Background: an optimization exercise with open tools, aiming at small area, a short achievable clock period and few clock cycles per item. Do not read the settings as production practice. Function was checked by simulation only, so behaviour that the tests miss may differ from the original. Power and IR drop assume default switching activity.

==> 11-16 <==
==> flow/design.v (excerpt) <==
module calendar_time_to_rtc_registers_unit (
    input  wire logic                 i_clk,
    input  wire logic                 i_rst_n,
    input  wire logic                 i_in_valid,
    output logic                      o_in_stall,
    input  wire logic [37:0]          i_in_item,
    output logic                      o_out_valid,
    input  wire logic                 i_out_stall,
    output logic      [41:0]          o_out_item
);
    ctrr_pkg::t_in_item  w_in;
    ctrr_pkg::t_out_item w_o;
    assign w_in = ctrr_pkg::t_in_item'(i_in_item);
    logic r_v;
    assign o_in_stall  = r_v && i_out_stall;
    assign o_out_valid = r_v;
    always_ff @(posedge i_clk) begin
        if (!i_rst_n) r_v <= 1'b0;
        else          r_v <= i_in_valid || (r_v && i_out_stall);
    end
    logic [2:0] w_m5;
    logic       w_ylow;
    logic [2:0] w_h, w_dm;
    logic       w_c1, w_lp, w_early;
    ctrr_year_a u_year_a (.i_y(w_in.year), .o_m5(w_m5), .o_ylow(w_ylow));
  ...
clock: 6.0 ns
lec_check: 0
cap_margin: 20
core_margin: 2
core_utilization: 40
slew_margin: 20
standard.sh (not shown) runs the stock make flow with config.mk's settings and CLKGATE_MAP_FILE= SYNTH_SCRIPT=/design/flow/synth_recipe.tcl, a recipe that flattens the netlist after the stock synthesis.
==> flow/flow/run.sh <==
#!/bin/bash
# Layout flow: the standard synthesis; then the combinational logic is
# mapped again by ABC (registers, their names and cell types are kept as the
# standard synthesis made them): the cones that drive the outputs with one
# delay target, the rest with another; then the standard layout from
# floorplan to finish, with the settings in params.sh.
set -euo pipefail
F=$(pwd)/flow
R=orfs/results/$FLOW_PLATFORM/calendar_time_to_rtc_registers_unit/base
LIB=$FLOW_HOME/platforms/$FLOW_PLATFORM/lib/sky130_fd_sc_hd__tt_025C_1v80.lib
D_OUT=1200
D_IN=2000
SIZE=0
FINISH_ARGS=()
[ -f $F/params.sh ] && source $F/params.sh

bash standard.sh synth > synth.log 2>&1

cp $R/1_2_yosys.v std_1_2_yosys.v
python3 $F/mkcells.py $LIB std_1_2_yosys.v cells.v > mkcells.log 2>&1
mkscript() {  # delay target, output file
  local sz=""
  [ "$SIZE" = 1 ] && sz="buffer -p\nupsize -D $1\ndnsize -D $1"
  sed -e "s/@D@/$1/" -e "s/@SIZE@/$sz/" $F/map.abc.in > $2
}
mkscript $D_OUT map_out.abc
mkscript $D_IN map_in.abc
FF=$(grep -o "sky130_fd_sc_hd__[a-z0-9_]*df[a-z0-9_]*" std_1_2_yosys.v | sort -u | sed 's/^/:-/' | tr -d '\n')
ABC="abc -liberty $LIB $(cat $F/du.txt) -constr $F/abc.constr"
yosys -l resynth.log -p "read_verilog cells.v; read_verilog std_1_2_yosys.v; hierarchy -top $FLOW_TOP; flatten; techmap; opt -fast -purge; select -set outc o:o_out_item o:o_in_stall %u o:o_out_valid %u %ci*$FF; select -set outg @outc t:\$_* %i; $ABC -script map_out.abc @outg; select -clear; $ABC -script map_in.abc; opt_clean -purge; hilomap -singleton -hicell sky130_fd_sc_hd__conb_1 HI -locell sky130_fd_sc_hd__conb_1 LO; insbuf -buf sky130_fd_sc_hd__buf_4 A X; splitnets; opt_clean -purge; hierarchy -top $FLOW_TOP; stat -liberty $LIB; write_verilog -noattr -noexpr -nohex -nodec -selected resynth.v" > /dev/null 2>&1
python3 $F/checkregs.py std_1_2_yosys.v resynth.v > checkregs.log 2>&1
cp resynth.v $R/1_2_yosys.v
rm -f $R/1_synth.odb $R/1_synth.sdc
bash standard.sh "${FINISH_ARGS[@]}" finish > finish.log 2>&1
==> flow/flow/params.sh <==
SIZE=0
D_OUT=1200
D_IN=2000
FINISH_ARGS=(BUFFER_PORTS_ARGS="-buffer_cell sky130_fd_sc_hd__buf_2" SETUP_SLACK_MARGIN=2.5)
Other scripts of this flow, unchanged in this note and not shown: flow/flow/abc.constr, flow/flow/checkregs.py, flow/flow/du.txt, flow/flow/map.abc.in, flow/flow/mkcells.py
==> 08-21 (differences from 11-16) <==
--- a/flow/flow/params.sh
+++ b/flow/flow/params.sh
@@ -1,2 +1,2 @@
-SIZE=0
+SIZE=1
 D_OUT=1200
--- a/flow/config.mk
+++ b/flow/config.mk
@@ -9,3 +9,4 @@
 export CORE_MARGIN = 2
-export CORE_UTILIZATION = 40
+export CORE_UTILIZATION = 55
+export PLACE_DENSITY = 0.75
 export SLEW_MARGIN = 20
==> 04-19 (differences from 11-16) <==
==> flow/flow/params.sh (replaced) <==
SIZE=1
D_OUT=1200
D_IN=2000
FINISH_ARGS=(BUFFER_PORTS_ARGS="-buffer_cell sky130_fd_sc_hd__buf_2")
==> comparison table <==
Startpoint class of the critical path: 11-16 flip-flop; 08-21 input port; 04-19 input port
Met2 Resource Use GR: 11-16 0.348; 08-21 0.433; 04-19 0.334
Fin Clk Skew: 11-16 0.00782 ns; 08-21 0.0109 ns; 04-19 0.0142 ns
Clock network fraction of total power: 11-16 0.158; 08-21 0.165; 04-19 0.172
Fraction of area in multi-input gates: 11-16 0.497; 08-21 0.511; 04-19 0.495
Number of inserted filler cells in the final layout: 11-16 1088; 08-21 652; 04-19 1105
Average vias per placed instance: 11-16 5.48; 08-21 5.70; 04-19 5.51
Post-place setup slack: 11-16 1.88 ns; 08-21 2.16 ns; 04-19 2.18 ns
Clock network latency to the later pin of the worst-skew pair: 11-16 0.30 ns; 08-21 0.32 ns; 04-19 0.31 ns
Most common cell after layout, fill and taps aside: 11-16 nor2_1; 08-21 inv_1; 04-19 nor2_1
Post-Layout Cell Count: 11-16 917; 08-21 860; 04-19 893
Global-route wire length before repair: 11-16 19400 µm; 08-21 18100 µm; 04-19 18800 µm
Register fraction of the total cell area: 11-16 0.255; 08-21 0.267; 04-19 0.276
Result of the run: 11-16 no timing/DRC/antenna violations; 08-21 no timing/DRC/antenna violations; 04-19 no timing/DRC/antenna violations
Vias: 11-16 5023; 08-21 4901; 04-19 4917
Total power consumption of the routed design: 11-16 1.26 mW; 08-21 1.22 mW; 04-19 1.18 mW
Total number of cells along the worst setup path: 11-16 8; 08-21 16; 04-19 19
Tap cell count: 11-16 140; 08-21 102; 04-19 140
Worst slew slack as a fraction of its limit: 11-16 0.608; 08-21 0.645; 04-19 0.561
Cell Int Power: 11-16 0.726 mW; 08-21 0.698 mW; 04-19 0.684 mW
Cell area after synthesis: 11-16 4380 µm²; 08-21 4440 µm²; 04-19 4440 µm²
# Post-CTS Setup Buffers: 11-16 6; 08-21 0; 04-19 0
Post-synthesis cell count: 11-16 665; 08-21 671; 04-19 671
GRT Overall Usage: 11-16 0.198; 08-21 0.248; 04-19 0.191
Testbench counts of 11-16, summed over its fixed seeds: cycles 16,008, items 16,000.
Testbench counts of 08-21, summed over its fixed seeds: cycles 16,008, items 16,000.
Testbench counts of 04-19, summed over its fixed seeds: cycles 16,008, items 16,000.

-- what the ideal ports hide --
In the flow no input, the clock included, has a driving cell. The finished layouts below were timed again as built, in two steps. Step 1: set_driving_cell puts a clkbuf_16 on i_clk and a buf_2 on each other input, an assumption about the parent block. Step 2 adds t to the input delays and takes it off the output delays; t is the mean of the earliest and latest rising clock arrival at the registers after step 1. Input paths then give back, and output paths get back, about the clock's delay inside the block. Three values: ideal, step 1, step 2; two values: the first two.
| run | t (ns) | setup WS [ns] | hold slack, ns | latest minus earliest clock arrival (ns) | slew at the worst register clock pin (ns) |
|---|---|---|---|---|---|
| 11-16 | 0.331 | 2.608 / 2.573 / 2.351 | 0.679 / 0.679 / 0.679 | 0.008 / 0.008 | 0.09 / 0.09 |
| 08-21 | 0.341 | 2.539 / 2.550 / 2.209 | 0.715 / 0.715 / 0.715 | 0.011 / 0.012 | 0.10 / 0.10 |
| 04-19 | 0.332 | 2.405 / 2.414 / 2.082 | 0.712 / 0.712 / 0.712 | 0.015 / 0.014 | 0.10 / 0.10 |
After both steps every run listed still meets setup and hold. The setup slack of 08-21, which loses most, moves by +0.011 ns with the drivers and by -0.330 ns with both steps.
